Context: an optimization exercise on an open-source flow, tuned for small area, a short achievable clock period and few clock cycles per item. The choices shown serve that exercise and are no tape-out recipe.
RTL that was checked went through simulation tests only; none was proved equivalent to the original.
Function not checked in runs 1 and 2: the RTL went through the layout flow alone.
No activity file was given, so power comes from the tool's default toggle rates.

## run.sh

```bash
#!/bin/bash
# synth_recipe.tcl (not shown) runs the flow's synth.tcl, then flattens the netlist and writes it again
# the make line also repeats each setting of config.mk as NAME=value (left out here)
make -C /OpenROAD-flow-scripts/flow DESIGN_CONFIG=/design/flow/config.mk WORK_HOME=/design/flow/orfs CLKGATE_MAP_FILE= SYNTH_SCRIPT=/design/flow/synth_recipe.tcl finish
```

## config.mk

```make
export PLATFORM = sky130hd
export DESIGN_NAME = sorted_priority_queue
export DESIGN_NICKNAME = sorted_priority_queue
export VERILOG_FILES = /design/flow/design.v
export SDC_FILE = /design/flow/constraint.sdc
export NUM_CORES = 4
export LEC_CHECK = 0
export CAP_MARGIN = 20
export CORE_MARGIN = 2
export CORE_UTILIZATION = 50
export SETUP_SLACK_MARGIN = 1.8
export SLEW_MARGIN = 20
export SYNTH_HIERARCHICAL = 1
```

## constraint.sdc

```tcl
create_clock -name core_clock -period 4.4 [get_ports {i_clk}]
set_input_delay 0.8800 -clock core_clock [delete_from_list [all_inputs] [get_ports {i_clk}]]
set_output_delay 0.8800 -clock core_clock [all_outputs]
set_load 0.01 [all_outputs]
```

## design.v

```verilog
package spq_pkg;
    localparam int ValueW  = 16;
    localparam int WeightW = 24;
    localparam int SlotW   = 1 + ValueW + WeightW;
    localparam logic       CMD_ENQ  = 1'b0;
    localparam logic       CMD_DEQ  = 1'b1;
    localparam logic [1:0] ST_OK    = 2'd0;
    localparam logic [1:0] ST_EMPTY = 2'd1;
    localparam logic [1:0] ST_FULL  = 2'd2;
endpackage
module spq_cell (
    input  logic                        i_clk,
    input  logic                        i_rst_n,
    input  logic                        i_load,        
    input  logic                        i_set,         
    input  logic                        i_write,       
    input  logic                        i_clear,       
    input  logic                        i_inc,         
    input  logic                        i_dec,         
    input  logic [3:0]                  i_rank,        
    input  logic [spq_pkg::SlotW-2:0]   i_new,         
    output logic                        o_valid,
    output logic [3:0]                  o_rank,
    output logic [spq_pkg::SlotW-2:0]   o_data,
    output logic                        o_gt,          
    output logic                        o_ge           
);
    localparam int WtW = spq_pkg::WeightW;
    function automatic logic [1:0] cmp_node(input logic [1:0] hi, input logic [1:0] lo);
        cmp_node = {hi[1] | (hi[0] & lo[1]), hi[0] & lo[0]};
    endfunction
    function automatic logic [1:0] cmp_w(input logic [WtW-1:0] a, input logic [WtW-1:0] b);
        logic [WtW-1:0]   g0, p0;
        logic [WtW/2-1:0] g1, p1;
        logic [WtW/4-1:0] g2, p2;
        logic [WtW/8-1:0] g3, p3;
        logic [1:0]       r;
        g0 = a & ~b;
        p0 = a | ~b;
        for (int i = 0; i < WtW/2; i++) {g1[i], p1[i]} = cmp_node({g0[2*i+1], p0[2*i+1]}, {g0[2*i], p0[2*i]});
        for (int i = 0; i < WtW/4; i++) {g2[i], p2[i]} = cmp_node({g1[2*i+1], p1[2*i+1]}, {g1[2*i], p1[2*i]});
        for (int i = 0; i < WtW/8; i++) {g3[i], p3[i]} = cmp_node({g2[2*i+1], p2[2*i+1]}, {g2[2*i], p2[2*i]});
        r = cmp_node({g3[2], p3[2]}, cmp_node({g3[1], p3[1]}, {g3[0], p3[0]}));
        cmp_w = {r[1], r[1] | r[0]};
    endfunction
    assign {o_gt, o_ge} = cmp_w(o_data[WtW-1:0], i_new[WtW-1:0]);
    always_ff @(posedge i_clk) begin
        if (!i_rst_n) begin
            o_valid <= 1'b0;
        end else if (i_set) begin
            o_valid <= 1'b1;
        end else if (i_clear) begin
            o_valid <= 1'b0;
        end
    end
    always_ff @(posedge i_clk) begin
        if (i_load) begin
            o_data <= i_new;
        end
    end
    always_ff @(posedge i_clk) begin
        if (i_write) begin
            o_rank <= i_rank;
        end else if (i_inc) begin
            o_rank <= o_rank + 4'd1;
        end else if (i_dec) begin
            o_rank <= o_rank - 4'd1;
        end
    end
endmodule
module sorted_priority_queue #(
    parameter int DEPTH = 16
) (
    input  logic        i_clk,
    input  logic        i_rst_n,
    input  logic        s_axis_tvalid,
    output logic        s_axis_tready,
    input  logic [39:0] s_axis_tdata,   
    input  logic [0:0]  s_axis_tuser,   
    output logic        m_axis_tvalid,
    input  logic        m_axis_tready,
    output logic [23:0] m_axis_tdata,   
    output logic [1:0]  m_axis_tuser    
);
    localparam int ValW  = spq_pkg::ValueW;
    localparam int WtW   = spq_pkg::WeightW;
    localparam int SlotW = spq_pkg::SlotW;
    localparam int CntW  = $clog2(DEPTH + 1);
    localparam int RkW   = 4;
    logic [DEPTH-1:0]                w_valid;
    logic [DEPTH-1:0][RkW-1:0]       w_rank;
    logic [DEPTH-1:0][SlotW-2:0]     w_data;      
    logic [DEPTH-1:0]                w_head;      
    logic [DEPTH-1:0]                w_second;    
    logic [DEPTH-1:0]                w_free;      
    logic [DEPTH-1:0]                w_valid_nx;  
    logic [DEPTH-1:0]                w_head_nx;   
    logic [DEPTH-1:0]                w_load;      
    logic [RkW-1:0]                  w_pos;       
    logic              r_p_ee;                    
    logic              r_p_de;                    
    logic [DEPTH-1:0]  r_p_c;                     
    logic [CntW-1:0]   r_count;                   
    logic [CntW-1:0]   w_count_n;
    logic              r_out_valid;
    logic [ValW-1:0]   r_out_value;
    logic [1:0]        r_out_status;
    logic              r_out_empty;
    logic [CntW-1:0]   r_out_count;
    logic [ValW-1:0]   w_head_val;
    logic [1:0]        w_status;
    logic              w_accept;
    logic              w_cmd_deq;
    logic              w_full, w_empty;
    logic [WtW-1:0]    w_wt;
    logic [DEPTH-1:0]  w_gt, w_ge;                
    logic [DEPTH-1:0]  w_c_nx;
    assign w_wt      = s_axis_tdata[39:16];
    assign w_cmd_deq = (s_axis_tuser[0] == spq_pkg::CMD_DEQ);
    for (genvar j = 0; j < DEPTH; j++) begin : g_nx
        assign w_valid_nx[j] = (r_p_ee && w_free[j]) || (w_valid[j] && !(r_p_de && w_head[j]));
        always_comb begin
            if (r_p_ee)      w_head_nx[j] = (r_p_c == '0) ? w_free[j] : w_head[j];
            else if (r_p_de) w_head_nx[j] = w_second[j];
            else             w_head_nx[j] = w_head[j];
        end
        assign w_c_nx[j] = w_valid_nx[j] && (w_head_nx[j] ? !w_gt[j] : !w_ge[j]);
    end
    assign s_axis_tready = i_rst_n && (!r_out_valid || m_axis_tready);
    assign w_accept      = s_axis_tvalid && s_axis_tready;
    assign w_full        = (r_count == CntW'(DEPTH));
    assign w_empty       = (r_count == '0);
    always_comb begin
        w_count_n = r_count;
        w_status  = spq_pkg::ST_OK;
        if (!w_cmd_deq) begin
            if (w_full) w_status  = spq_pkg::ST_FULL;
            else        w_count_n = r_count + CntW'(1);
        end else begin
            if (w_empty) w_status  = spq_pkg::ST_EMPTY;
            else         w_count_n = r_count - CntW'(1);
        end
    end
    always_ff @(posedge i_clk) begin
        if (!i_rst_n) begin
            r_p_ee      <= 1'b0;
            r_p_de      <= 1'b0;
            r_count     <= '0;
            r_out_valid <= 1'b0;
        end else begin
            r_p_ee <= w_accept && !w_cmd_deq && !w_full;
            r_p_de <= w_accept &&  w_cmd_deq && !w_empty;
            if (w_accept) begin
                r_count     <= w_count_n;
                r_out_valid <= 1'b1;
            end else if (m_axis_tready) begin
                r_out_valid <= 1'b0;
            end
        end
    end
    always_ff @(posedge i_clk) begin
        r_p_c <= w_c_nx;
    end
    always_comb begin
        w_head_val = '0;
        for (int j = 0; j < DEPTH; j++)
            w_head_val = w_head_val | (w_data[j][SlotW-2:WtW] & {ValW{w_head_nx[j]}});
    end
    always_ff @(posedge i_clk) begin
        if (w_accept) begin
            r_out_value  <= (w_cmd_deq && !w_empty) ? w_head_val : '0;
            r_out_status <= w_status;
            r_out_empty  <= (w_count_n == '0);
            r_out_count  <= w_count_n;
        end
    end
    assign m_axis_tvalid = r_out_valid;
    assign m_axis_tdata  = {2'b00, r_out_count, r_out_empty, r_out_value};
    assign m_axis_tuser  = r_out_status;
    function automatic logic [3:0] count8(input logic [7:0] v);
        logic [7:0] t, o;
        t = v;
        for (int p = 1; p < 8; p = p * 2)
            for (int k = p; k >= 1; k = k / 2)
                for (int j = k % p; j + k < 8; j = j + 2 * k)
                    for (int i = 0; i < k; i++)
                        if (i + j + k < 8 && ((i + j) / (p * 2)) == ((i + j + k) / (p * 2))) begin
                            o = t;
                            o[i+j]   = t[i+j] | t[i+j+k];
                            o[i+j+k] = t[i+j] & t[i+j+k];
                            t = o;
                        end
        count8 = {t[7], t[3] & !t[7], (t[1] & !t[3]) | (t[5] & !t[7]),
                  (t[0] & !t[1]) | (t[2] & !t[3]) | (t[4] & !t[5]) | (t[6] & !t[7])};
    endfunction
    logic              r_pd;                      
    logic [DEPTH-1:0]  r_pd_f;                    
    logic [3:0]        r_pd_lo, r_pd_hi;          
    logic              r_pd_h0, r_pd_h1;          
    logic              w_pd_behind;               
    always_ff @(posedge i_clk) begin
        if (!i_rst_n) begin
            r_pd <= 1'b0;
        end else begin
            r_pd <= r_p_ee;
        end
    end
    always_ff @(posedge i_clk) begin
        r_pd_f  <= w_free;
        r_pd_lo <= count8(r_p_c[7:0]);
        r_pd_hi <= count8(r_p_c[15:8]);
        r_pd_h0 <= (r_p_c == '0);
        r_pd_h1 <= (r_p_c != '0) && (r_p_c == w_head);
    end
    assign w_pd_behind = r_p_ee && ((r_p_c & r_pd_f) == '0);
    always_comb begin
        logic [3:0] w_sum;
        w_sum = r_pd_lo + r_pd_hi;
        if (r_p_de)           w_pos = w_sum - 4'd1;
        else if (w_pd_behind) w_pos = w_sum + 4'd1;
        else                  w_pos = w_sum;
    end
    for (genvar j = 0; j < DEPTH; j++) begin : g_sel
        assign w_head[j]   = w_valid[j] && ((r_pd && r_pd_f[j]) ? r_pd_h0 : (w_rank[j] == RkW'(0)));
        assign w_second[j] = w_valid[j] && ((r_pd && r_pd_f[j]) ? r_pd_h1 : (w_rank[j] == RkW'(1)));
        if (j == 0) begin : g_first
            assign w_free[j] = !w_valid[j];
            assign w_load[j] = !w_valid_nx[j];
        end else begin : g_rest
            assign w_free[j] = !w_valid[j] && (&w_valid[j-1:0]);
            assign w_load[j] = !w_valid_nx[j] && (&w_valid_nx[j-1:0]);
        end
    end
    for (genvar j = 0; j < DEPTH; j++) begin : g_cell
        spq_cell u_cell (
            .i_clk   (i_clk),
            .i_rst_n (i_rst_n),
            .i_load  (w_load[j]),
            .i_set   (r_p_ee && w_free[j]),
            .i_write (r_pd && r_pd_f[j]),
            .i_clear (r_p_de && w_head[j]),
            .i_inc   (r_p_ee && !r_p_c[j]),
            .i_dec   (r_p_de),
            .i_rank  (w_pos),
            .i_new   ({s_axis_tdata[15:0], w_wt}),
            .o_gt    (w_gt[j]),
            .o_ge    (w_ge[j]),
            .o_valid (w_valid[j]),
            .o_rank  (w_rank[j]),
            .o_data  (w_data[j])
        );
    end
endmodule
```

==> results of run 1 <==
-- final cells by class --
class / count / area [µm²] / area share, %
Antenna cell: 1 / 2.502 / 0.004970
Clock buffer: 104 / 2315 / 4.597
Clock inverter: 61 / 740.7 / 1.471
Inverter: 397 / 1501 / 2.982
Multi-Input combinational cell: 2063 / 16580 / 32.92
Sequential cell: 795 / 23250 / 46.17
Tap cell: 1050 / 1314 / 2.609
Timing Repair Buffer: 398 / 4657 / 9.248
-- stage by stage --
stage | cell area [µm²] | hold slack, ns | instances
after detailed placement | 42910 | 0.5216 | 4499
after CTS | 48930 | 0.5240 | 4807
after global placement | 42900 | 0.4850 | 4499
after floorplan | 40260 | 0.5077 | 3327
after global routing | 50350 | 0.5492 | 4869
final | 50350 | 0.5333 | 4869
-- cells in the mapped netlist (24+ instances only) --
library cell / count
a2111oi_0: 31
a21boi_0: 39
a21o_1: 40
a21oi_1: 61
a222oi_1: 82
a22oi_1: 49
a31oi_1: 32
and2_1: 59
clkbuf_1: 30
dfxtp_1: 67
edfxtp_1: 728
ha_1: 39
inv_1: 364
maj3_1: 66
maj3_2: 48
mux2_2: 24
nand2_1: 188
nand2b_1: 134
nand3_1: 76
nand4_1: 75
nor2_1: 89
nor2b_1: 134
nor3_1: 42
o21ai_0: 129
o22ai_1: 83
or3_1: 30
xnor2_1: 54
xor2_1: 31
-- power by group through the flow --
stage / Sequential, mW / Combinational (mW) / Clock, mW
global route: 8.54 / 1.78 / 8.17
finish: 8.53 / 1.64 / 7.75
floorplan: 8.64 / 0.841 / 0
detailed placement: 8.68 / 1.42 / 0
global placement: 8.67 / 1.36 / 0
CTS: 8.52 / 1.52 / 7.84
-- metal layers --
| metal | part of all wire [%] | vias to the layer above |
|---|---|---|
| met5 | 0 | - |
| met4 | 4.2 | 0 |
| met3 | 7.6 | 297 |
| met2 | 47 | 1314 |
| met1 | 41 | 14960 |
| li1 | - | 13510 |
-- final timing paths --
kind               start                            to  slack, ns
min          r_out_valid                   r_out_valid       0.53
min reg2reg  r_out_valid                   r_out_valid       0.53
max                 r_pd  g_cell[15].u_cell.o_data[31]       1.43
max reg2reg         r_pd  g_cell[15].u_cell.o_data[31]       1.43
-- modules after synthesis (local to each module, per instance) --
module	cell area [µm²]	times used
sorted_priority_queue	7938	1
spq_cell	2006	16
-- cell usage in the layout (no fill, tap or decap), types with 53 or more instances in the layout --
master,count
maj3_1,66
nor2_1,72
nand2_1,161
a222oi_1,82
buf_4,188
nand4_1,75
a21oi_1,53
buf_6,56
o22ai_1,81
inv_1,362
nand2b_1,133
o21ai_0,99
nor2b_1,134
edfxtp_1,728
nand3_1,73
clkbuf_16,102
-- worst min-delay path: stages, from the launching register on --
cell      delay [ns]
dfxtp_1         0.33
nand2b_4        0.07
a21boi_0        0.08
-- state kept, by name, indices dropped and copies added, names as in the netlist --
signal	flops
r_out_count	5
r_out_value	16
r_p_ee	1
r_count	5
r_out_valid	1
g_cell.u_cell.o_valid	16
r_p_c	16
r_pd_h1	1
r_p_de	1
r_pd_h0	1
r_pd_hi	4
r_pd	1
r_pd_f	16
r_out_status	2
r_out_empty	1
g_cell.u_cell.o_rank	64
r_pd_lo	4
g_cell.u_cell.o_data	640
-- kinds of logic (layout without fill, tap and decap cells) --
logic type	after synthesis	after routing	synth area share, %
other cells	1	3	0.009368
compound gates	812	815	15.63
xor+xnor	85	85	1.860
fa+ha+maj	170	170	5.070
buf+inv	474	960	4.698
simple gates	950	952	13.71
flops	795	795	57.96
mux	39	39	1.060
-- repair_timing --
| item | CTS | global route |
|---|---|---|
| resized for setup | 299 | 212 |
| cloned | 31 | 13 |
| setup buffers | 112 | 48 |
| pin swaps | 65 | 73 |
| setup endpoints to repair | 724 | 665 |
==> results.yml, run 1 <==
cts:
  cts_tree: "done"
  clk_pin_slew_ns: 0.06
  holdBufCountCts: 0
  clock-sinks: 795
  clk_latency_ns: 0.68
  h-tree-depth: 3
  cts_buffers: 89
  clock_path_buffers: 3
  root_buffer: "clkbuf_16"
logic_synthesis:
  post-synth-top-area-cell: "edfxtp_1"
  synth_cell_types: 101
  async_flop_share_pct: 0
  synth.yosys.seq_area_share_pct: 57.96
  yosys-top-cells-area: "edfxtp_1, inv_1, dfxtp_1"
  synthFlopType: "edfxtp_1"
  synthCells: 3326
  ys_seq_elements: 795
  syn_area_mm2: 0.04003
  synth_edf_count: 728
  synth_top_area_share_pct: 54.61
  synth_warnings: 8
  synth_area_per_cell_um2: 12.03
timing:
  period_needed_ns: 2.969
  hold_viol: 0
  finClkSkew_ns: 0.05089
  period_share_pct: 67.48
  clock.fmax_mhz: 336.8
  tns_ns: 0
  worst_pin_slew_ns: 0.9478
  rsz0062_at_grt: "true"
  slew_viol_final: 0
  timing.slew.headroom_pct: 36.62
  setup_ws_ns: 1.431
  finalSetupViolCount: 0
power:
  p_comb_share_pct: 9.2
  powerDensity_mw_per_mm2: 356.0
  seqPwrFrac_pct: 47.6
  power_leakage_nw: 18.45
  swShare_pct: 24.07
  p_clk_share_pct: 43.2
  p_int_mw: 13.61
  total_power_mw: 17.92
  switching_power_mw: 4.314
  peakVddDrop_mv: 0.4028
die:
  ioPinCount: 73
  die_w_um: 286.9
  core-area_mm2: 0.07913
  die_area_mm2: 0.08234
  std_cell_rows: 103
  start_util_pct: 50.59
  die_h_um: 286.9
route:
  ant_nets: 0
  drc: 0
  drt_first_pass_iters: 9
  routed_wl_mm: 122.2
  dr_total_vias: 30080
  wl_per_cell_um: 25.10
  drt_iter0_drc: 3063
  avgViaCountPerCell: 6.177
critical_path:
  critPathTopFamily: "simple AND/OR/NAND/NOR gates"
  slowest_stage: "dfxtp_4"
  critPathMaxStageDelay_ns: 0.41
  setup.worst_path.start_class: "flop"
  crit_top_cell: "buf_6"
  worstRegToRegCells: 13
  crit_cells: 13
  worstPathRequired_ns: 4.78
  cp-end-kind: "flop"
  critPathArrivalTime_ns: 3.34
  worstPathCellList: "buf_6 > and2_4 > o31ai_4 > a22o_4 > nand4b_1 > buf_6 > nand4b_4 > nand4b_4 > buf_6 > nor4b_4 > buf_6 > buf_12 > buf_12"
  critical_path_class: "reg2reg"
  cp_num_buf_inv: 6
  cp_max_fo: 8
finish:
  drive_above_1_share_pct: 23.42
  fillers: 5957
  syn2layout_area_growth_pct: 25.80
  finish.utilization_pct: 63.64
  nets: 3845
placed_design:
  place.port_buffers: 70
  place_ws_ns: 0.5883
  hpwl_mm: 74.37
  gp_congestion: 0.9024
grt:
  grt_util_met2_pct: 46.98
  antenna_found_initial: 1
  overflow: 0
  use_met1_pct: 38.75
  grt_pass1_wl_mm: 180.5
  met3_usage_pct: 4.881
  track_usage_pct: 28.78
  top_usage_layer: "met2"
  grt_start_max_net_pins: 41
  grt_pass1_vias: 29700
outcome:
  outcome: "timing/DRC/antenna clean"
job:
  maxCapViolations: 0
min_path:
  min_path_cells: 2
  holdCritPathClass: "reg2reg"
==> run 2, diff against run 1 <==
--- a/design.v
+++ b/design.v
@@ -59,11 +59,13 @@
         end
     end
-    always_ff @(posedge i_clk) begin
-        if (i_write) begin
+    logic [3:0] w_rank;
+    assign w_rank = i_write ? i_rank : o_rank;
+    always_ff @(posedge i_clk) begin
+        if (i_inc) begin
+            o_rank <= w_rank + 4'd1;
+        end else if (i_dec) begin
+            o_rank <= w_rank - 4'd1;
+        end else if (i_write) begin
             o_rank <= i_rank;
-        end else if (i_inc) begin
-            o_rank <= o_rank + 4'd1;
-        end else if (i_dec) begin
-            o_rank <= o_rank - 4'd1;
         end
     end
@@ -93,8 +95,10 @@
     logic [DEPTH-1:0]                w_head;      
     logic [DEPTH-1:0]                w_second;    
-    logic [DEPTH-1:0]                w_free;      
+    logic [DEPTH-1:0]                w_load;      
+    logic [DEPTH-1:0]                r_pf;        
+    logic [DEPTH-1:0]                w_first_a;   
+    logic [DEPTH-1:0]                w_first_b;   
     logic [DEPTH-1:0]                w_valid_nx;  
     logic [DEPTH-1:0]                w_head_nx;   
-    logic [DEPTH-1:0]                w_load;      
     logic [RkW-1:0]                  w_pos;       
     logic              r_p_ee;                    
@@ -109,4 +113,6 @@
     logic [CntW-1:0]   r_out_count;
     logic [ValW-1:0]   w_head_val;
+    logic [DEPTH-1:0]  w_head_old;                
+    logic [ValW-1:0]   r_p_val;                   
     logic [1:0]        w_status;
     logic              w_accept;
@@ -119,7 +125,7 @@
     assign w_cmd_deq = (s_axis_tuser[0] == spq_pkg::CMD_DEQ);
     for (genvar j = 0; j < DEPTH; j++) begin : g_nx
-        assign w_valid_nx[j] = (r_p_ee && w_free[j]) || (w_valid[j] && !(r_p_de && w_head[j]));
+        assign w_valid_nx[j] = (r_p_ee && r_pf[j]) || (w_valid[j] && !(r_p_de && w_head[j]));
         always_comb begin
-            if (r_p_ee)      w_head_nx[j] = (r_p_c == '0) ? w_free[j] : w_head[j];
+            if (r_p_ee)      w_head_nx[j] = (r_p_c == '0) ? r_pf[j] : w_head[j];
             else if (r_p_de) w_head_nx[j] = w_second[j];
             else             w_head_nx[j] = w_head[j];
@@ -163,7 +169,20 @@
     end
     always_comb begin
+        if (r_p_ee)                   w_load = w_first_b;
+        else if (r_p_de && &w_valid)  w_load = w_head;
+        else                          w_load = w_first_a;
+    end
+    always_ff @(posedge i_clk) begin
+        r_pf <= w_load;
+    end
+    assign w_head_old = r_p_de ? w_second : w_head;
+    always_comb begin
         w_head_val = '0;
         for (int j = 0; j < DEPTH; j++)
-            w_head_val = w_head_val | (w_data[j][SlotW-2:WtW] & {ValW{w_head_nx[j]}});
+            w_head_val = w_head_val | (w_data[j][SlotW-2:WtW] & {ValW{w_head_old[j]}});
+        if (r_p_ee && (r_p_c == '0)) w_head_val = r_p_val;
+    end
+    always_ff @(posedge i_clk) begin
+        r_p_val <= s_axis_tdata[15:0];
     end
     always_ff @(posedge i_clk) begin
@@ -198,5 +217,4 @@
     logic [3:0]        r_pd_lo, r_pd_hi;          
     logic              r_pd_h0, r_pd_h1;          
-    logic              w_pd_behind;               
     always_ff @(posedge i_clk) begin
         if (!i_rst_n) begin
@@ -207,5 +225,5 @@
     end
     always_ff @(posedge i_clk) begin
-        r_pd_f  <= w_free;
+        r_pd_f  <= r_pf;
         r_pd_lo <= count8(r_p_c[7:0]);
         r_pd_hi <= count8(r_p_c[15:8]);
@@ -213,21 +231,14 @@
         r_pd_h1 <= (r_p_c != '0) && (r_p_c == w_head);
     end
-    assign w_pd_behind = r_p_ee && ((r_p_c & r_pd_f) == '0);
-    always_comb begin
-        logic [3:0] w_sum;
-        w_sum = r_pd_lo + r_pd_hi;
-        if (r_p_de)           w_pos = w_sum - 4'd1;
-        else if (w_pd_behind) w_pos = w_sum + 4'd1;
-        else                  w_pos = w_sum;
-    end
+    assign w_pos = r_pd_lo + r_pd_hi;
     for (genvar j = 0; j < DEPTH; j++) begin : g_sel
         assign w_head[j]   = w_valid[j] && ((r_pd && r_pd_f[j]) ? r_pd_h0 : (w_rank[j] == RkW'(0)));
         assign w_second[j] = w_valid[j] && ((r_pd && r_pd_f[j]) ? r_pd_h1 : (w_rank[j] == RkW'(1)));
         if (j == 0) begin : g_first
-            assign w_free[j] = !w_valid[j];
-            assign w_load[j] = !w_valid_nx[j];
+            assign w_first_a[j] = !w_valid[j];
+            assign w_first_b[j] = !w_valid[j] && !r_pf[j];
         end else begin : g_rest
-            assign w_free[j] = !w_valid[j] && (&w_valid[j-1:0]);
-            assign w_load[j] = !w_valid_nx[j] && (&w_valid_nx[j-1:0]);
+            assign w_first_a[j] = !w_valid[j] && (&w_valid[j-1:0]);
+            assign w_first_b[j] = !w_valid[j] && !r_pf[j] && (&(w_valid[j-1:0] | r_pf[j-1:0]));
         end
     end
@@ -237,5 +248,5 @@
             .i_rst_n (i_rst_n),
             .i_load  (w_load[j]),
-            .i_set   (r_p_ee && w_free[j]),
+            .i_set   (r_p_ee && r_pf[j]),
             .i_write (r_pd && r_pd_f[j]),
             .i_clear (r_p_de && w_head[j]),
--- a/config.mk
+++ b/config.mk
@@ -8,6 +8,6 @@
 export CAP_MARGIN = 20
 export CORE_MARGIN = 2
-export CORE_UTILIZATION = 50
-export SETUP_SLACK_MARGIN = 1.8
+export CORE_UTILIZATION = 55
+export SETUP_SLACK_MARGIN = 1.9
 export SLEW_MARGIN = 20
 export SYNTH_HIERARCHICAL = 1
==> results.yml, run 2 <==
grt:
  grt_pass1_wl_mm: 181.6
  grt_pass1_vias: 29580
  grt_start_max_net_pins: 49
  antenna_found_initial: 0
  overflow: 0
  track_usage_pct: 32.18
critical_path:
  critPathTopFamily: "compound AO/OA/AOI/OAI gates"
  cp_num_buf_inv: 1
  critical_path_class: "reg2reg"
  critPathMaxStageDelay_ns: 0.57
  worstRegToRegCells: 7
  regToRegSetupSlack_ns: 1.75
  cp_max_fo: 9
  cp-end-kind: "flop"
  r2r-end: "r_out_value[9]"
  r2r-start: "r_pd_f[9]"
  critPathArrivalTime_ns: 3.06
  slowest_stage: "dfxtp_1"
  worstPathCellList: "a2111o_1 > o211ai_4 > buf_12 > and3_4 > a222oi_1 > nand4_1 > o221a_1"
  worstPathRequired_ns: 4.82
  setup.worst_path.start_class: "flop"
route:
  routed_wl_mm: 129.5
  drc: 0
  ant_nets: 0
  avgViaCountPerCell: 6.434
  drt_first_pass_iters: 8
  drt_iter0_drc: 3927
  dr_total_vias: 31120
  wl_per_cell_um: 26.78
timing:
  clock.fmax_mhz: 377.9
  hold_ws_ns: 0.3987
  tns_ns: 0
  hold_viol: 0
  timing.slew.headroom_pct: 42.36
  slew_viol_final: 0
  period_needed_ns: 2.646
  rsz0062_at_grt: "true"
  finClkSkew_ns: 0.04379
  finalSetupViolCount: 0
  worst_pin_slew_ns: 0.8646
  period_share_pct: 60.14
finish:
  largest_reg_flops: 640
  drive_above_1_share_pct: 20.71
  design_area_mm2: 0.04928
  final_cell_mix: "edfxtp_1, inv_1, nand2_1"
  regMostFlops: "g_cell.u_cell.o_data"
  nets: 3893
  final_common_cell: "edfxtp_1"
  finish.utilization_pct: 67.65
  num_antenna_cells: 0
  reg.largest.list: "g_cell.u_cell.o_data: 640 flops, g_cell.u_cell.o_rank: 64 flops"
  fillers: 5274
  stdcell_count: 4837
  syn2layout_area_growth_pct: 22.02
power:
  power_leakage_nw: 17.86
  swShare_pct: 27.75
  peakVddDrop_mv: 0.4027
  p_comb_share_pct: 16.2
  p_clk_share_pct: 37.4
  powerDensity_mw_per_mm2: 402.0
  switching_power_mw: 5.498
  p_int_mw: 14.31
  seqPwrFrac_pct: 46.5
die:
  die_h_um: 275.0
  ioPinCount: 73
  die_w_um: 275.0
  core-area_mm2: 0.07283
  std_cell_rows: 99
  die_area_mm2: 0.07561
  start_util_pct: 55.44
cts:
  cts_tree: "done"
  clk_latency_ns: 0.68
  h-tree-depth: 3
  cts_buffers: 88
  clock_path_buffers: 3
  root_buffer: "clkbuf_16"
  clk_pin_slew_ns: 0.06
  clock-sinks: 827
logic_synthesis:
  synthCells: 3456
  ys_seq_elements: 827
  post-synth-top-area-cell: "edfxtp_1"
  synthFlopType: "edfxtp_1"
  syn_area_mm2: 0.04038
  async_flop_share_pct: 0
  synth.yosys.seq_area_share_pct: 57.46
  yosysMostFrequentCell: "edfxtp_1"
  synth_area_per_cell_um2: 11.68
  synth_warnings: 8
  synth_commonest_cells: "edfxtp_1, inv_1, nand2_1"
  yosys-top-cells-area: "edfxtp_1, dfxtp_1, inv_1"
  synth_cell_types: 90
  synth_top_area_share_pct: 49.38
  synth_edf_count: 664
outcome:
  outcome: "timing/DRC/antenna clean"
min_path:
  min_path_cells: 0
  hp-start: "r_pf[10]"
  holdCritPathClass: "reg2reg"
  min_to: "r_pd_f[10]"
placed_design:
  placed_area_mm2: 0.04306
  gp_congestion: 0.9172
  place.port_buffers: 70
  dp_cells: 4511
  hpwl_mm: 77.63
job:
  maxCapViolations: 0
[run 2: per-stage QoR]
stage | setup slack (ns) | power, mW
final | 1.754 | 19.81
after floorplan | 1.700 | 11.10
after global placement | 0.2842 | 11.96
after global routing | 1.707 | 20.48
after CTS | 1.775 | 19.67
after detailed placement | 0.4951 | 12.13
[run 2: worst max path at each step]
stage                      from                          to  slack, ns  cells after the start
2_1_floorplan            r_p_de  g_cell[1].u_cell.o_data[0]       1.70                      6
3_3_place_gp   s_axis_tdata[33]                   r_p_c[14]       0.28                     10
3_5_place_dp   s_axis_tdata[33]                   r_p_c[14]       0.50                     10
4_1_cts                    r_pd              r_out_value[0]       1.78                     10
5_1_grt                    r_pd              r_out_value[9]       1.71                      9
6_report              r_pd_f[9]              r_out_value[9]       1.75                      7
[run 2: logic make-up (layout without fill, tap and decap cells)]
group,Yosys count,in the layout,share of synthesized area [%]
buffers and inverters,510,928,4.979
xor gates and xnor gates,64,64,1.388
other,1,2,0.009286
muxes,84,84,2.274
adders and majority gates,154,154,4.220
DFF,827,827,57.46
and+or+nand+nor,949,950,13.25
AOI/OAI and AO/OA,867,869,16.42
[run 2: final cells by class]
| type | count | area [µm²] | area share [%] |
|---|---|---|---|
| Tap cell | 959 | 1200 | 2.435 |
| Multi-Input combinational cell | 2123 | 16290 | 33.06 |
| Sequential cell | 827 | 23250 | 47.18 |
| Timing Repair Buffer | 352 | 4079 | 8.278 |
| Clock inverter | 42 | 498.0 | 1.011 |
| Inverter | 418 | 1574 | 3.194 |
| Clock buffer | 116 | 2382 | 4.835 |
[run 2: Yosys stat by module, one instance, submodules excluded]
module                 copies in the design  flip-flops and latches  cells
sorted_priority_queue                     1                     107   1056
spq_cell                                 16                      45    150
[run 2: timing repair]
item / in CTS / in global routing
hold buffers: 0 / 0
endpoints found under the setup margin: 740 / 689
buffers inserted: 83 / 52
pin swaps: 52 / 79
cloned: 5 / 28
resized for setup: 198 / 167
[run 2: power groups by stage]
stage	Sequential, mW	Clock (mW)	Combinational, mW
after global placement	9.31	0	2.65
after floorplan	9.22	0	1.88
after global routing	9.24	7.77	3.47
after detailed placement	9.34	0	2.79
final	9.20	7.40	3.20
after CTS	9.18	7.48	3.01
[run 2: layer usage]
layer  part of all wire [%]  track usage, %
met5                      0               0
met3                    9.6           4.556
met2                     45           49.39
met4                    4.8           14.62
met1                     41           45.63
==> run 3, diff against run 2 <==
--- a/design.v
+++ b/design.v
@@ -20,4 +20,5 @@
     input  logic [3:0]                  i_rank,        
     input  logic [spq_pkg::SlotW-2:0]   i_new,         
+    input  logic [spq_pkg::WeightW-1:0] i_new_wt_n,    
     output logic                        o_valid,
     output logic [3:0]                  o_rank,
@@ -30,5 +31,5 @@
         cmp_node = {hi[1] | (hi[0] & lo[1]), hi[0] & lo[0]};
     endfunction
-    function automatic logic [1:0] cmp_w(input logic [WtW-1:0] a, input logic [WtW-1:0] b);
+    function automatic logic [1:0] cmp_w(input logic [WtW-1:0] a, input logic [WtW-1:0] nb);
         logic [WtW-1:0]   g0, p0;
         logic [WtW/2-1:0] g1, p1;
@@ -36,6 +37,6 @@
         logic [WtW/8-1:0] g3, p3;
         logic [1:0]       r;
-        g0 = a & ~b;
-        p0 = a | ~b;
+        g0 = a & nb;
+        p0 = a | nb;
         for (int i = 0; i < WtW/2; i++) {g1[i], p1[i]} = cmp_node({g0[2*i+1], p0[2*i+1]}, {g0[2*i], p0[2*i]});
         for (int i = 0; i < WtW/4; i++) {g2[i], p2[i]} = cmp_node({g1[2*i+1], p1[2*i+1]}, {g1[2*i], p1[2*i]});
@@ -44,5 +45,5 @@
         cmp_w = {r[1], r[1] | r[0]};
     endfunction
-    assign {o_gt, o_ge} = cmp_w(o_data[WtW-1:0], i_new[WtW-1:0]);
+    assign {o_gt, o_ge} = cmp_w(o_data[WtW-1:0], i_new_wt_n);
     always_ff @(posedge i_clk) begin
         if (!i_rst_n) begin
@@ -95,8 +96,6 @@
     logic [DEPTH-1:0]                w_head;      
     logic [DEPTH-1:0]                w_second;    
-    logic [DEPTH-1:0]                w_load;      
+    logic [DEPTH-1:0]                w_first;     
     logic [DEPTH-1:0]                r_pf;        
-    logic [DEPTH-1:0]                w_first_a;   
-    logic [DEPTH-1:0]                w_first_b;   
     logic [DEPTH-1:0]                w_valid_nx;  
     logic [DEPTH-1:0]                w_head_nx;   
@@ -168,11 +167,6 @@
         r_p_c <= w_c_nx;
     end
-    always_comb begin
-        if (r_p_ee)                   w_load = w_first_b;
-        else if (r_p_de && &w_valid)  w_load = w_head;
-        else                          w_load = w_first_a;
-    end
-    always_ff @(posedge i_clk) begin
-        r_pf <= w_load;
+    always_ff @(posedge i_clk) begin
+        r_pf <= w_first;
     end
     assign w_head_old = r_p_de ? w_second : w_head;
@@ -236,9 +230,7 @@
         assign w_second[j] = w_valid[j] && ((r_pd && r_pd_f[j]) ? r_pd_h1 : (w_rank[j] == RkW'(1)));
         if (j == 0) begin : g_first
-            assign w_first_a[j] = !w_valid[j];
-            assign w_first_b[j] = !w_valid[j] && !r_pf[j];
+            assign w_first[j] = !w_valid_nx[j];
         end else begin : g_rest
-            assign w_first_a[j] = !w_valid[j] && (&w_valid[j-1:0]);
-            assign w_first_b[j] = !w_valid[j] && !r_pf[j] && (&(w_valid[j-1:0] | r_pf[j-1:0]));
+            assign w_first[j] = !w_valid_nx[j] && (&w_valid_nx[j-1:0]);
         end
     end
@@ -247,5 +239,5 @@
             .i_clk   (i_clk),
             .i_rst_n (i_rst_n),
-            .i_load  (w_load[j]),
+            .i_load  (!w_valid_nx[j]),
             .i_set   (r_p_ee && r_pf[j]),
             .i_write (r_pd && r_pd_f[j]),
@@ -255,4 +247,5 @@
             .i_rank  (w_pos),
             .i_new   ({s_axis_tdata[15:0], w_wt}),
+            .i_new_wt_n (~w_wt),
             .o_gt    (w_gt[j]),
             .o_ge    (w_ge[j]),
--- a/config.mk
+++ b/config.mk
@@ -9,5 +9,7 @@
 export CORE_MARGIN = 2
 export CORE_UTILIZATION = 55
-export SETUP_SLACK_MARGIN = 1.9
+export CTS_BUF_LIST = sky130_fd_sc_hd__clkbuf_8
+export CTS_CLUSTER_SIZE = 20
+export SETUP_SLACK_MARGIN = 2.0
 export SLEW_MARGIN = 20
 export SYNTH_HIERARCHICAL = 1
==> results.yml, run 3 <==
outcome:
  outcome: "timing/DRC/antenna clean"
cts:
  clk_latency_ns: 0.82
  clock_path_buffers: 3
  holdBufCountCts: 0
  clk_pin_slew_ns: 0.06
  cts_buffers: 141
  root_buffer: "clkbuf_8"
  clock-sinks: 827
  cts_tree: "done"
  h-tree-depth: 4
placed_design:
  dp_cells: 4162
  hpwl_mm: 74.38
  gp_congestion: 0.9300
  place_ws_ns: 0.5292
  place.port_buffers: 70
logic_synthesis:
  yosys-top-cells-area: "edfxtp_1, dfxtp_1, nor2_1"
  synthCells: 3142
  syn_area_mm2: 0.03795
  synth.yosys.seq_area_share_pct: 61.15
  synth_area_per_cell_um2: 12.08
  synthFlopType: "edfxtp_1"
  yosysMostFrequentCell: "edfxtp_1"
  async_flop_share_pct: 0
  synth_commonest_cells: "edfxtp_1, nor2_1, o21ai_0"
  synth_edf_count: 664
  synth_warnings: 8
  ys_seq_elements: 827
  synth_top_area_share_pct: 52.55
  post-synth-top-area-cell: "edfxtp_1"
  synth_cell_types: 90
timing:
  timing.slew.headroom_pct: 46.38
  finalSetupViolCount: 0
  slew_viol_final: 0
  clock.fmax_mhz: 356.0
  worst_pin_slew_ns: 0.8018
  hold_viol: 0
  rsz0062_at_grt: "true"
  finClkSkew_ns: 0.05817
  period_needed_ns: 2.809
  tns_ns: 0
  period_share_pct: 63.83
  setup_ws_ns: 1.591
grt:
  grt_pass1_vias: 30100
  grt_pass1_wl_mm: 183.6
  overflow: 0
  top_usage_layer: "met2"
  antenna_found_initial: 3
  track_usage_pct: 35.15
  grt_start_max_net_pins: 73
  met3_usage_pct: 7.150
  grt_util_met2_pct: 58.91
  use_met1_pct: 41.82
min_path:
  holdCritPathClass: "reg2reg"
finish:
  final_cell_mix: "edfxtp_1, nor2_1, buf_4"
  largest_reg_flops: 640
  regMostFlops: "g_cell.u_cell.o_data"
  multi_input_area_mm2: 0.01614
  seqCellArea_mm2: 0.02323
  final_common_cell: "edfxtp_1"
  drive_above_1_share_pct: 27.48
  syn2layout_area_growth_pct: 28.99
  stdcell_count: 4681
  nets: 3772
  fillers: 4609
  reg.largest.list: "g_cell.u_cell.o_data: 640 flops, g_cell.u_cell.o_rank: 64 flops"
route:
  drc: 0
  avgViaCountPerCell: 6.824
  drt_iter0_drc: 3688
  dr_total_vias: 31940
  drt_first_pass_iters: 6
  routed_wl_mm: 134.3
  wl_per_cell_um: 28.69
  ant_nets: 0
power:
  p_int_mw: 13.87
  powerDensity_mw_per_mm2: 400.9
  swShare_pct: 29.31
  p_clk_share_pct: 32.7
  seqPwrFrac_pct: 49.5
  p_comb_share_pct: 17.8
  peakVddDrop_mv: 0.2687
  power_leakage_nw: 18.00
  switching_power_mw: 5.751
die:
  start_util_pct: 55.42
  std_cell_rows: 96
  die_area_mm2: 0.07111
  die_w_um: 266.7
  die_h_um: 266.7
  ioPinCount: 73
  core-area_mm2: 0.06847
critical_path:
  worstPathCellList: "buf_8 > buf_8 > and2_4 > buf_12 > a22o_4 > a21boi_2 > o22ai_2 > or4_4 > or4_4 > nor4_4"
  regToRegSetupSlack_ns: 1.59
  setup.worst_path.start_class: "flop"
  critPathMaxStageDelay_ns: 0.54
  critPathArrivalTime_ns: 3.50
  critPathTopFamily: "simple AND/OR/NAND/NOR gates"
  worstPathRequired_ns: 5.09
  critical_path_class: "reg2reg"
  cp_num_buf_inv: 3
  cp-end-kind: "flop"
  slowest_stage: "or4_4"
  cp_max_fo: 8
job:
  maxCapViolations: 0
[run 3: cell count changes after synthesis, moves of 41 or more]
cell	before	now
o22ai_1	94	135
nor2b_1	151	45
a31oi_1	53	111
a22oi_1	59	114
o21bai_1	1	49
nand4_1	112	35
inv_1	384	103
nand2b_1	148	23
nor2_1	79	236
maj3_1	68	4
a222oi_1	63	14
a21oi_1	67	155
[run 3: Yosys stat by module (local to each module, per instance)]
| module | cell area (µm²) | times used |
|---|---|---|
| spq_cell | 1866 | 16 |
| sorted_priority_queue | 8097 | 1 |
[run 3: what timing repair did]
item | 4_1_cts | 5_1_grt
setup buffers | 146 | 73
cloned | 29 | 18
pin swaps | 75 | 123
endpoints found under the setup margin | 768 | 552
resized for setup | 389 | 302
[run 3: cell type report]
cell class / instances / area share (%)
timing repair buffer: 459 / 10.86
clock inverter: 98 / 0.9893
antenna: 4 / 0.02045
multi-input combinational: 2143 / 32.97
inverter: 105 / 1.020
tap: 882 / 2.255
timing repair inverter: 12 / 0.1789
sequential: 827 / 47.47
clock buffer: 151 / 4.246
[run 3: path summary, 6_finish.rpt]
kind	start	to	cells after the start
worst max-delay path	r_pd	r_pf[13]	10
worst min-delay path	r_pf[0]	r_pd_f[0]	0
worst max register to register	r_pd	r_pf[13]	10
worst min register to register	r_pf[0]	r_pd_f[0]	0
[run 3: worst reg2reg max path, delay by kind of cell (launching register included)]
family                 cells  cell delay, ns
DFF                        1            0.36
and+or+nand+nor            4            1.38
buffers and inverters      3            0.40
AOI/OAI and AO/OA          3            0.56
[run 3: layer usage]
metal	routed length [µm]	up-vias
met5	13	-
met4	8972	2
met3	13020	515
met2	64270	1931
met1	48040	15740
li1	-	13760
[run 3: kinds of logic (layout without fill, tap and decap cells)]
group,Yosys count,count (layout),share of synthesized area (%)
buffers and inverters,180,825,1.992
adders and majority gates,74,74,2.328
and+or+nand+nor,775,781,9.961
muxes,81,81,2.338
xor gates and xnor gates,71,71,1.639
other,1,6,0.009883
AOI/OAI and AO/OA,1133,1134,20.59
DFF,827,827,61.15
[run 3: metrics by stage]
step | power, mW | util (%) | cell area [µm²] | hold WS [ns]
2_1_floorplan | 11.52 | - | 38120 | 0.3391
3_3_place_gp | 12.35 | 59.58 | 40790 | 0.3591
3_5_place_dp | 12.52 | 59.58 | 40790 | 0.3604
4_1_cts | 19.22 | 68.16 | 46670 | 0.3689
5_1_grt | 20.37 | 71.48 | 48940 | 0.3733
6_report | 19.62 | 71.49 | 48950 | 0.3702
[run 3: power groups by stage]
stage	Clock, mW	Sequential, mW	Combinational (mW)
detailed placement	0	9.75	2.76
finish	6.42	9.72	3.48
global route	6.83	9.77	3.77
CTS	6.46	9.65	3.11
floorplan	0	9.59	1.94
global placement	0	9.72	2.64
Testbench counts of run 3, summed over its fixed seeds: cycles 16,008, items 16,000.
==> run 4, diff against run 3 <==
--- a/config.mk
+++ b/config.mk
@@ -11,5 +11,5 @@
 export CTS_BUF_LIST = sky130_fd_sc_hd__clkbuf_8
 export CTS_CLUSTER_SIZE = 20
-export SETUP_SLACK_MARGIN = 2.0
+export SETUP_SLACK_MARGIN = 1.7
 export SLEW_MARGIN = 20
 export SYNTH_HIERARCHICAL = 1
==> results.yml, run 4 <==
cts:
  cts_buffers: 140
  root_buffer: "clkbuf_8"
  clk_latency_ns: 0.81
  cts_tree: "done"
  clock-sinks: 827
  clock_path_buffers: 3
  h-tree-depth: 4
  clk_pin_slew_ns: 0.06
  holdBufCountCts: 0
logic_synthesis:
  synth_edf_count: 664
  synth_commonest_cells: "edfxtp_1, nor2_1, o21ai_0"
  ys_seq_elements: 827
  async_flop_share_pct: 0
  post-synth-top-area-cell: "edfxtp_1"
  synth_top_area_share_pct: 52.55
  yosys-top-cells-area: "edfxtp_1, dfxtp_1, nor2_1"
  synth.yosys.seq_area_share_pct: 61.15
  synthCells: 3142
  syn_area_mm2: 0.03795
  synthFlopType: "edfxtp_1"
  synth_area_per_cell_um2: 12.08
  synth_cell_types: 90
  yosysMostFrequentCell: "edfxtp_1"
  synth_warnings: 8
outcome:
  outcome: "timing/DRC/antenna clean"
route:
  avgViaCountPerCell: 6.682
  drt_first_pass_iters: 8
  routed_wl_mm: 120.5
  wl_per_cell_um: 26.75
  ant_nets: 0
  dr_total_vias: 30100
  drt_iter0_drc: 3084
  drc: 0
placed_design:
  dp_cells: 4152
  hpwl_mm: 74.77
  place.port_buffers: 70
  gp_congestion: 0.9188
die:
  ioPinCount: 73
  start_util_pct: 55.42
  die_area_mm2: 0.07111
  die_w_um: 266.7
  core-area_mm2: 0.06847
  std_cell_rows: 96
  die_h_um: 266.7
finish:
  final_cell_mix: "edfxtp_1, nor2_1, buf_4"
  syn2layout_area_growth_pct: 19.48
  fillers: 5126
  nets: 3596
  stdcell_count: 4504
  drive_above_1_share_pct: 19.91
  final_common_cell: "edfxtp_1"
  regMostFlops: "g_cell.u_cell.o_data"
  reg.largest.list: "g_cell.u_cell.o_data: 640 flops, g_cell.u_cell.o_rank: 64 flops"
  largest_reg_flops: 640
grt:
  antenna_found_initial: 2
  grt_pass1_vias: 28580
  overflow: 0
  grt_start_max_net_pins: 75
  track_usage_pct: 33.22
  grt_pass1_wl_mm: 174.1
timing:
  finalSetupViolCount: 0
  period_share_pct: 62.54
  worst_pin_slew_ns: 0.8830
  period_needed_ns: 2.752
  hold_viol: 0
  tns_ns: 0
  finClkSkew_ns: 0.03832
  slew_viol_final: 0
  clock.fmax_mhz: 363.4
  timing.slew.headroom_pct: 41.13
  rsz0062_at_grt: "true"
critical_path:
  cp_max_fo: 8
  worstPathRequired_ns: 5.10
  critPathArrivalTime_ns: 3.45
  cp-end-kind: "flop"
  setup.worst_path.start_class: "flop"
  critical_path_class: "reg2reg"
power:
  power_leakage_nw: 16.30
  powerDensity_mw_per_mm2: 425.0
  peakVddDrop_mv: 0.2689
job:
  maxCapViolations: 0
min_path:
  holdCritPathClass: "reg2reg"
[run 4: stage by stage]
step	area [µm²]	setup WS (ns)	hold WS [ns]	total power [mW]	utilization, %
after floorplan	38130	1.337	0.3391	11.52	-
after global placement	40720	0.5563	0.3541	12.32	59.47
after detailed placement	40720	0.4887	0.3610	12.48	59.48
after CTS	44500	1.659	0.3672	19.22	64.99
after global routing	45340	1.586	0.3779	20.05	66.22
final	45340	1.648	0.3709	19.27	66.22
[run 4: final timing paths]
path	from	end	slack, ns	cells after the start
worst max-delay path	r_pd	r_pf[11]	1.65	10
worst min-delay path	r_pf[0]	r_pd_f[0]	0.37	0
worst max register to register	r_pd	r_pf[11]	1.65	10
worst min register to register	r_pf[0]	r_pd_f[0]	0.37	0
[run 4: critical path: stages, from the launching register on]
cell	delay (ns)
dfxtp_4	0.43
buf_8	0.15
buf_6	0.10
a2111oi_4	0.10
a22o_1	0.20
nand2_1	0.07
a21o_1	0.19
clkinvlp_4	0.13
or4_4	0.55
or4_4	0.53
nor4_2	0.19
[run 4: cells by family (layout without fill, tap and decap cells)]
group           count (synthesis)  after routing  share of synthesized area (%)
buf+inv                       180            656                          1.992
compound gates               1133           1133                          20.59
simple gates                  775            777                          9.961
other cells                     1              3                       0.009883
mux                            81             81                          2.338
fa+ha+maj                      74             74                          2.328
flops                         827            827                          61.15
xor+xnor                       71             71                          1.639
[run 4: timing repair]
| action | in CTS | in global routing |
|---|---|---|
| cloned | 5 | 0 |
| pin swaps | 20 | 27 |
| endpoints found under the setup margin | 637 | 184 |
| resized for setup | 139 | 112 |
| setup buffers | 60 | 36 |
[run 4: area by class of cell]
type                    count  area, µm²  share of cell area [%]
clock inverters            99      595.6                   1.314
clock buffers             151       2078                   4.584
well taps                 882       1104                   2.434
multi-input cells        2138      14980                   33.05
inverters                 105      489.2                   1.079
repair inverters            2      15.01                 0.03312
flip-flops and latches    827      23260                   51.30
diodes                      1      2.502                0.005519
repair buffers            299       2814                   6.207
[run 4: modules after synthesis (local to each module, per instance)]
module                 area (µm²)  cells  flops+latches  times used
sorted_priority_queue        8097   1030            107           1
spq_cell                     1866    132             45          16
[run 4: where the power goes]
| part | total (mW) | leakage (nW) | switching [mW] | internal, mW |
|---|---|---|---|---|
| Sequential | 9.63 | 8.35 | 0.489 | 9.14 |
| Combinational | 3.03 | 6.40 | 1.76 | 1.27 |
| Clock | 6.61 | 1.55 | 3.18 | 3.43 |
| Total | 19.3 | 16.3 | 5.43 | 13.8 |
[run 4: metal layers]
layer,global-route usage (%),vias to the layer above,routed length (µm)
met5,0,-,0
met4,17.66,0,6152
met3,6.237,305,10430
met2,54.60,1512,57530
met1,41.90,14900,46350
li1,-,13380,-
==> run 5, diff against run 4 <==
--- a/design.v
+++ b/design.v
@@ -96,5 +96,6 @@
     logic [DEPTH-1:0]                w_head;      
     logic [DEPTH-1:0]                w_second;    
-    logic [DEPTH-1:0]                w_first;     
+    logic [DEPTH-1:0]                w_first_a;   
+    logic [DEPTH-1:0]                w_first_b;   
     logic [DEPTH-1:0]                r_pf;        
     logic [DEPTH-1:0]                w_valid_nx;  
@@ -104,4 +105,6 @@
     logic              r_p_de;                    
     logic [DEPTH-1:0]  r_p_c;                     
+    logic [1:0]        r_p_z;                     
+    logic              w_p_h0;                    
     logic [CntW-1:0]   r_count;                   
     logic [CntW-1:0]   w_count_n;
@@ -126,5 +129,5 @@
         assign w_valid_nx[j] = (r_p_ee && r_pf[j]) || (w_valid[j] && !(r_p_de && w_head[j]));
         always_comb begin
-            if (r_p_ee)      w_head_nx[j] = (r_p_c == '0) ? r_pf[j] : w_head[j];
+            if (r_p_ee)      w_head_nx[j] = w_p_h0 ? r_pf[j] : w_head[j];
             else if (r_p_de) w_head_nx[j] = w_second[j];
             else             w_head_nx[j] = w_head[j];
@@ -166,7 +169,11 @@
     always_ff @(posedge i_clk) begin
         r_p_c <= w_c_nx;
-    end
-    always_ff @(posedge i_clk) begin
-        r_pf <= w_first;
+        r_p_z <= {w_c_nx[15:8] == '0, w_c_nx[7:0] == '0};
+    end
+    assign w_p_h0 = &r_p_z;
+    always_ff @(posedge i_clk) begin
+        if (r_p_ee)           r_pf <= w_first_b;
+        else if (|w_first_a)  r_pf <= w_first_a;
+        else                  r_pf <= w_head;
     end
     assign w_head_old = r_p_de ? w_second : w_head;
@@ -175,5 +182,5 @@
         for (int j = 0; j < DEPTH; j++)
             w_head_val = w_head_val | (w_data[j][SlotW-2:WtW] & {ValW{w_head_old[j]}});
-        if (r_p_ee && (r_p_c == '0)) w_head_val = r_p_val;
+        if (r_p_ee && w_p_h0) w_head_val = r_p_val;
     end
     always_ff @(posedge i_clk) begin
@@ -207,5 +214,4 @@
                   (t[0] & !t[1]) | (t[2] & !t[3]) | (t[4] & !t[5]) | (t[6] & !t[7])};
     endfunction
-    logic              r_pd;                      
     logic [DEPTH-1:0]  r_pd_f;                    
     logic [3:0]        r_pd_lo, r_pd_hi;          
@@ -213,24 +219,25 @@
     always_ff @(posedge i_clk) begin
         if (!i_rst_n) begin
-            r_pd <= 1'b0;
+            r_pd_f <= '0;
         end else begin
-            r_pd <= r_p_ee;
-        end
-    end
-    always_ff @(posedge i_clk) begin
-        r_pd_f  <= r_pf;
+            r_pd_f <= r_p_ee ? r_pf : '0;
+        end
+    end
+    always_ff @(posedge i_clk) begin
         r_pd_lo <= count8(r_p_c[7:0]);
         r_pd_hi <= count8(r_p_c[15:8]);
-        r_pd_h0 <= (r_p_c == '0);
-        r_pd_h1 <= (r_p_c != '0) && (r_p_c == w_head);
+        r_pd_h0 <= w_p_h0;
+        r_pd_h1 <= !w_p_h0 && (r_p_c == w_head);
     end
     assign w_pos = r_pd_lo + r_pd_hi;
     for (genvar j = 0; j < DEPTH; j++) begin : g_sel
-        assign w_head[j]   = w_valid[j] && ((r_pd && r_pd_f[j]) ? r_pd_h0 : (w_rank[j] == RkW'(0)));
-        assign w_second[j] = w_valid[j] && ((r_pd && r_pd_f[j]) ? r_pd_h1 : (w_rank[j] == RkW'(1)));
+        assign w_head[j]   = w_valid[j] && (r_pd_f[j] ? r_pd_h0 : (w_rank[j] == RkW'(0)));
+        assign w_second[j] = w_valid[j] && (r_pd_f[j] ? r_pd_h1 : (w_rank[j] == RkW'(1)));
         if (j == 0) begin : g_first
-            assign w_first[j] = !w_valid_nx[j];
+            assign w_first_a[j] = !w_valid[j];
+            assign w_first_b[j] = !w_valid[j] && !r_pf[j];
         end else begin : g_rest
-            assign w_first[j] = !w_valid_nx[j] && (&w_valid_nx[j-1:0]);
+            assign w_first_a[j] = !w_valid[j] && (&w_valid[j-1:0]);
+            assign w_first_b[j] = !w_valid[j] && !r_pf[j] && (&(w_valid[j-1:0] | r_pf[j-1:0]));
         end
     end
@@ -241,5 +248,5 @@
             .i_load  (!w_valid_nx[j]),
             .i_set   (r_p_ee && r_pf[j]),
-            .i_write (r_pd && r_pd_f[j]),
+            .i_write (r_pd_f[j]),
             .i_clear (r_p_de && w_head[j]),
             .i_inc   (r_p_ee && !r_p_c[j]),
--- a/config.mk
+++ b/config.mk
@@ -9,7 +9,7 @@
 export CORE_MARGIN = 2
 export CORE_UTILIZATION = 55
-export CTS_BUF_LIST = sky130_fd_sc_hd__clkbuf_8
-export CTS_CLUSTER_SIZE = 20
-export SETUP_SLACK_MARGIN = 1.7
+export CTS_BUF_LIST = sky130_fd_sc_hd__clkbuf_16
+export CTS_CLUSTER_SIZE = 30
+export SETUP_SLACK_MARGIN = 2.0
 export SLEW_MARGIN = 20
 export SYNTH_HIERARCHICAL = 1
==> results.yml, run 5 <==
critical_path:
  r2r-start: "r_p_de"
  critPathMaxStageDelay_ns: 0.33
  r2r-end: "r_p_z[0]"
  crit_cells: 14
  worstPathCellList: "buf_8 > clkinvlp_4 > buf_6 > buf_6 > buf_16 > o211ai_1 > o31ai_2 > a211oi_2 > o21ai_1 > maj3_2 > o21bai_1 > mux2_4 > o22ai_2 > nor4_2"
  cp-end-kind: "flop"
  worstRegToRegCells: 10
  setup.worst_path.start_class: "input pin"
  regToRegSetupSlack_ns: 1.87
  critPathArrivalTime_ns: 3.18
  crit_end: "r_p_z[0]"
  cp_num_buf_inv: 5
  worstPathRequired_ns: 4.95
  crit_top_cell: "buf_6"
  critPathTopFamily: "compound AO/OA/AOI/OAI gates"
  slowest_stage: "maj3_2"
  critical_path_class: "in2reg"
  cp_max_fo: 8
  critPathLaunch: "s_axis_tdata[35]"
route:
  drt_first_pass_iters: 6
  wl_per_cell_um: 29.50
  dr_total_vias: 31010
  routed_wl_mm: 131.1
  drc: 0
  drt_iter0_drc: 4438
  avgViaCountPerCell: 6.978
  ant_nets: 0
logic_synthesis:
  synth_warnings: 8
  async_flop_share_pct: 0
  syn_area_mm2: 0.03787
  yosys-top-cells-area: "edfxtp_1, dfxtp_1, o22ai_1"
  synth_commonest_cells: "edfxtp_1, nor2_1, nand2_1"
  synth_edf_count: 664
  synthCells: 3115
  synth_cell_types: 85
  yosysMostFrequentCell: "edfxtp_1"
  post-synth-top-area-cell: "edfxtp_1"
  synthFlopType: "edfxtp_1"
  synth.yosys.seq_area_share_pct: 61.32
  synth_area_per_cell_um2: 12.16
  ys_seq_elements: 828
  synth_top_area_share_pct: 52.65
min_path:
  holdCritPathClass: "reg2reg"
cts:
  root_buffer: "clkbuf_16"
  cts_buffers: 87
  h-tree-depth: 3
  cts_tree: "done"
  clock-sinks: 828
  holdBufCountCts: 0
  clk_pin_slew_ns: 0.06
  clk_latency_ns: 0.67
  clock_path_buffers: 3
grt:
  grt_pass1_vias: 29490
  track_usage_pct: 35.41
  antenna_found_initial: 1
  grt_start_max_net_pins: 44
  grt_pass1_wl_mm: 185.8
  overflow: 0
die:
  ioPinCount: 73
  core-area_mm2: 0.06835
  die_area_mm2: 0.07097
  start_util_pct: 55.41
  die_h_um: 266.4
  std_cell_rows: 96
  die_w_um: 266.4
timing:
  finClkSkew_ns: 0.04156
  finalSetupViolCount: 0
  hold_ws_ns: 0.5266
  slew_viol_final: 0
  worst_pin_slew_ns: 0.8705
  tns_ns: 0
  timing.slew.headroom_pct: 41.89
  rsz0062_at_grt: "true"
  hold_viol: 0
  clock.fmax_mhz: 380.4
  period_share_pct: 59.74
  period_needed_ns: 2.629
finish:
  reg.largest.list: "g_cell.u_cell.o_data: 640 flops, g_cell.u_cell.o_rank: 64 flops"
  nets: 3573
  regMostFlops: "g_cell.u_cell.o_data"
  final_cell_mix: "edfxtp_1, nor2_1, buf_4"
  fillers: 4559
  largest_reg_flops: 640
  multi_input_area_mm2: 0.01693
  seqCellArea_mm2: 0.02324
  drive_above_1_share_pct: 28.83
  num_antenna_cells: 0
  final_common_cell: "edfxtp_1"
  syn2layout_area_growth_pct: 29.81
job:
  maxCapViolations: 0
placed_design:
  hpwl_mm: 73.01
  gp_congestion: 0.8856
  place.port_buffers: 70
power:
  powerDensity_mw_per_mm2: 427.2
  power_leakage_nw: 17.64
  peakVddDrop_mv: 0.3975
outcome:
  outcome: "timing/DRC/antenna clean"
==> run 5: modules after synthesis, one instance, submodules excluded <==
module / cells inside / copies in the design / flip-flops and latches / cell area [µm²]
spq_cell: 132 / 16 / 45 / 1866
sorted_priority_queue: 1003 / 1 / 108 / 8020
==> run 5: stage by stage <==
stage | cells | area (µm²) | setup slack, ns | utilization [%] | total power, mW
finish | 4444 | 49160 | 1.771 | 71.92 | 21.00
detailed placement | 4101 | 40680 | 0.4555 | 59.52 | 12.66
floorplan | 3116 | 38200 | 1.254 | - | 11.65
global route | 4444 | 49160 | 1.629 | 71.92 | 21.68
global placement | 4101 | 40680 | 0.4879 | 59.52 | 12.46
CTS | 4394 | 47190 | 1.721 | 69.05 | 20.37
==> run 5: logic make-up (layout without fill, tap and decap cells) <==
| family | Yosys count | after routing | synth area share, % |
|---|---|---|---|
| AO/OA/AOI/OAI | 1110 | 1112 | 20.40 |
| flip-flops | 828 | 828 | 61.32 |
| AND/OR/NAND/NOR | 772 | 772 | 9.896 |
| buffers and inverters | 170 | 614 | 1.860 |
| multiplexers | 83 | 83 | 2.399 |
| XOR/XNOR | 77 | 77 | 1.781 |
| adder cells (fa/ha/maj) | 74 | 74 | 2.333 |
| other | 1 | 2 | 0.009903 |
==> run 5: cell type report <==
class / count / share of cell area, %
well taps: 882 / 2.245
repair buffers: 363 / 9.415
clock inverters: 72 / 1.199
multi-input cells: 2120 / 34.44
flip-flops and latches: 828 / 47.28
repair inverters: 2 / 0.03054
clock buffers: 89 / 4.531
inverters: 88 / 0.8603
==> run 5: how the worst min path moves through the flow <==
| stage | start | end | depth (start not counted) |
|---|---|---|---|
| 6_report | r_out_valid | r_out_valid | 2 |
| 3_3_place_gp | r_out_valid | r_out_valid | 2 |
| 5_1_grt | r_out_valid | r_out_valid | 2 |
| 4_1_cts | r_out_valid | r_out_valid | 2 |
| 3_5_place_dp | r_pf[15] | r_pd_f[15] | 1 |
| 2_1_floorplan | r_pf[8] | r_pf[8] | 1 |
==> run 5: power by group <==
group | internal [mW] | switching, mW | leakage [nW]
combinational | 1.76 | 2.26 | 7.86
sequential | 9.15 | 0.497 | 8.35
clock | 4.20 | 3.13 | 1.43
==> run 5: repair_timing <==
action	CTS	global route
pin swaps	120	122
cloned	30	12
endpoints found under the setup margin	694	238
gates resized for setup	450	356
buffers inserted	102	38
==> run 5: worst min-delay path, cell delays in order, from the launching register on <==
cell and delay, ns:
dfxtp_1 0.33, nand2b_4 0.07, a21boi_0 0.07
==> run 5: per-layer routing <==
metal / up-vias / routed length, µm / share of wire [%] / global-route usage, %
met1: 15410 / 49840 / 38 / 47.70
met3: 326 / 14800 / 11 / 7.741
met4: 0 / 5556 / 4.2 / 13.56
li1: 13310 / - / - / -
met2: 1966 / 60900 / 46 / 56.41
met5: - / 0 / 0 / 0
Testbench counts of run 5, summed over its fixed seeds: cycles 16,008, items 16,000.
==> run 6, diff against run 5 <==
--- a/config.mk
+++ b/config.mk
@@ -9,7 +9,7 @@
 export CORE_MARGIN = 2
 export CORE_UTILIZATION = 55
-export CTS_BUF_LIST = sky130_fd_sc_hd__clkbuf_16
-export CTS_CLUSTER_SIZE = 30
-export SETUP_SLACK_MARGIN = 2.0
+export CTS_BUF_LIST = sky130_fd_sc_hd__clkbuf_8
+export CTS_CLUSTER_SIZE = 20
+export SETUP_SLACK_MARGIN = 1.8
 export SLEW_MARGIN = 20
 export SYNTH_HIERARCHICAL = 1
==> results.yml, run 6 <==
min_path:
  hp-start: "m_axis_tready"
  holdCritPathClass: "in2reg"
  min_to: "r_out_valid"
  min_path_cells: 3
finish:
  regMostFlops: "g_cell.u_cell.o_data"
  fillers: 4883
  syn2layout_area_growth_pct: 23.64
  reg.largest.list: "g_cell.u_cell.o_data: 640 flops, g_cell.u_cell.o_rank: 64 flops"
  seqCellArea_mm2: 0.02324
  final_common_cell: "edfxtp_1"
  nets: 3583
  drive_above_1_share_pct: 23.45
  multi_input_area_mm2: 0.01562
  largest_reg_flops: 640
  final_cell_mix: "edfxtp_1, nor2_1, nand2_1"
  stdcell_count: 4491
power:
  p_clk_share_pct: 33.2
  seqPwrFrac_pct: 49.2
  p_int_mw: 13.90
  power_leakage_nw: 16.95
  total_power_mw: 19.58
  peakVddDrop_mv: 0.2893
  switching_power_mw: 5.682
  swShare_pct: 29.02
  p_comb_share_pct: 17.6
  powerDensity_mw_per_mm2: 418.2
timing:
  rsz0062_at_grt: "true"
  slew_viol_final: 0
  tns_ns: 0
  worst_pin_slew_ns: 0.8824
  finClkSkew_ns: 0.05356
  period_needed_ns: 2.610
  finalSetupViolCount: 0
  clock.fmax_mhz: 383.2
  hold_viol: 0
  period_share_pct: 59.31
  timing.slew.headroom_pct: 41.09
  hold_ws_ns: 0.4348
cts:
  clock_path_buffers: 3
  root_buffer: "clkbuf_8"
  cts_tree: "done"
  h-tree-depth: 4
  clock-sinks: 828
  clk_pin_slew_ns: 0.06
  cts_buffers: 140
  holdBufCountCts: 0
  clk_latency_ns: 0.81
route:
  drt_iter0_drc: 4190
  wl_met1_mm: 49.73
  wl_met3_mm: 13.28
  routed.top_layer: "met4"
  drc: 0
  met2_length_mm: 59.44
  routed_wl_mm: 126.8
  drt_first_pass_iters: 9
  wl_per_cell_um: 28.23
  ant_nets: 0
  dr_total_vias: 30830
  avgViaCountPerCell: 6.865
critical_path:
  cp_max_fo: 16
  critPathMaxStageDelay_ns: 0.52
  worstPathRequired_ns: 5.08
  slowest_stage: "clkdlybuf4s50_1"
  cp-end-kind: "flop"
  worstPathCellList: "clkdlybuf4s50_1 > inv_4 > clkbuf_16 > a22oi_1 > nor3_1 > o221ai_1 > o21ai_4 > nor3_4 > o21bai_4 > mux2i_4 > o2bb2ai_2 > nor4_2"
  worstRegToRegCells: 8
  critPathArrivalTime_ns: 3.29
  setup.worst_path.start_class: "input pin"
  r2r-start: "r_pd_h0"
  critical_path_class: "in2reg"
  r2r-end: "r_out_value[8]"
  regToRegSetupSlack_ns: 1.82
logic_synthesis:
  synth_top_area_share_pct: 52.65
  post-synth-top-area-cell: "edfxtp_1"
  yosysMostFrequentCell: "edfxtp_1"
  synthCells: 3115
  syn_area_mm2: 0.03787
  synth_commonest_cells: "edfxtp_1, nor2_1, nand2_1"
  async_flop_share_pct: 0
  ys_seq_elements: 828
  synthFlopType: "edfxtp_1"
  synth_cell_types: 85
  synth_area_per_cell_um2: 12.16
  synth_warnings: 8
  yosys-top-cells-area: "edfxtp_1, dfxtp_1, o22ai_1"
  synth_edf_count: 664
  synth.yosys.seq_area_share_pct: 61.32
grt:
  grt_start_max_net_pins: 65
  grt_pass1_wl_mm: 172.9
  antenna_found_initial: 2
  grt_pass1_vias: 28420
  track_usage_pct: 32.70
  overflow: 0
die:
  die_h_um: 266.4
  start_util_pct: 55.41
  die_area_mm2: 0.07097
  die_w_um: 266.4
  std_cell_rows: 96
  core-area_mm2: 0.06835
  ioPinCount: 73
placed_design:
  gp_congestion: 0.9077
  dp_cells: 4099
  hpwl_mm: 72.89
  place.port_buffers: 70
outcome:
  outcome: "timing/DRC/antenna clean"
job:
  maxCapViolations: 0
[run 6: cell counts after synthesis]
Identical to the previous run, type by type.
[run 6: through the flow]
step / setup WS [ns] / util [%] / cell area, µm²
after floorplan: 1.254 / - / 38120
after global routing: 1.752 / 68.51 / 46820
after detailed placement: 0.3156 / 59.35 / 40570
final: 1.790 / 68.51 / 46820
after global placement: 0.3974 / 59.35 / 40570
after CTS: 1.685 / 65.41 / 44710
[run 6: how the worst max path moves through the flow]
stage	startpoint	endpoint	slack [ns]	cells after the start
5_1_grt	s_axis_tdata[28]	r_p_z[1]	1.75	12
3_5_place_dp	s_axis_tdata[26]	r_p_z[0]	0.32	12
4_1_cts	s_axis_tdata[25]	r_p_z[0]	1.68	13
3_3_place_gp	s_axis_tdata[26]	r_p_z[0]	0.40	12
6_report	s_axis_tdata[24]	r_p_z[1]	1.79	12
2_1_floorplan	s_axis_tdata[38]	r_p_z[0]	1.25	9
[run 6: worst max-delay path: cells and delay by family]
kind / cells / cell delay [ns]
AND/OR/NAND/NOR: 3 / 0.37
buffers and inverters: 3 / 0.81
multiplexers: 1 / 0.23
AO/OA/AOI/OAI: 5 / 0.99
[run 6: Yosys stat by module, one instance, submodules excluded]
module / flip-flops and latches / times used / cell area [µm²]
sorted_priority_queue: 108 / 1 / 8020
spq_cell: 45 / 16 / 1866
[run 6: metal layers]
layer  up-vias  track usage [%]
met5         -                0
met4         0            13.56
met3       310            6.191
met2      1923            51.56
met1     15260            44.70
li1      13340                -
[run 6: layout make-up]
cell class,instances,share of cell area [%]
Tap cell,882,2.357
Multi-Input combinational cell,2119,33.36
Clock buffer,146,4.292
Timing Repair inverter,2,0.03207
Timing Repair Buffer,321,8.228
Sequential cell,828,49.63
Antenna cell,1,0.005344
Inverter,88,0.8524
Clock inverter,104,1.251
[run 6: repair_timing]
item,in CTS,in global routing
buffers inserted,50,56
setup endpoints to repair,239,66
cloned,9,26
pin swaps,54,73
gates resized for setup,203,232
[run 6: logic make-up (layout without fill, tap and decap cells)]
group / after synthesis / after routing / synth area share (%)
buffers and inverters: 170 / 661 / 1.860
DFF: 828 / 828 / 61.32
muxes: 83 / 83 / 2.399
xor gates and xnor gates: 77 / 77 / 1.781
other: 1 / 3 / 0.009903
adders and majority gates: 74 / 74 / 2.333
and+or+nand+nor: 772 / 773 / 9.896
AOI/OAI and AO/OA: 1110 / 1110 / 20.40
[run 6: power groups by stage]
stage	Clock [mW]	Combinational [mW]	Sequential [mW]
after floorplan	0	2.03	9.61
after global placement	0	2.75	9.69
after detailed placement	0	2.90	9.74
after CTS	6.59	3.11	9.59
after global routing	6.94	3.70	9.69
final	6.51	3.44	9.63

Re-timed with assumed drivers on the ports (clkbuf_16 on the clock, buf_2 on other inputs), run 6 has 1.751 ns of setup slack against 1.790 ns with ideal ports, and 0.981 ns once port delays also move by the mid clock arrival of 0.846 ns.
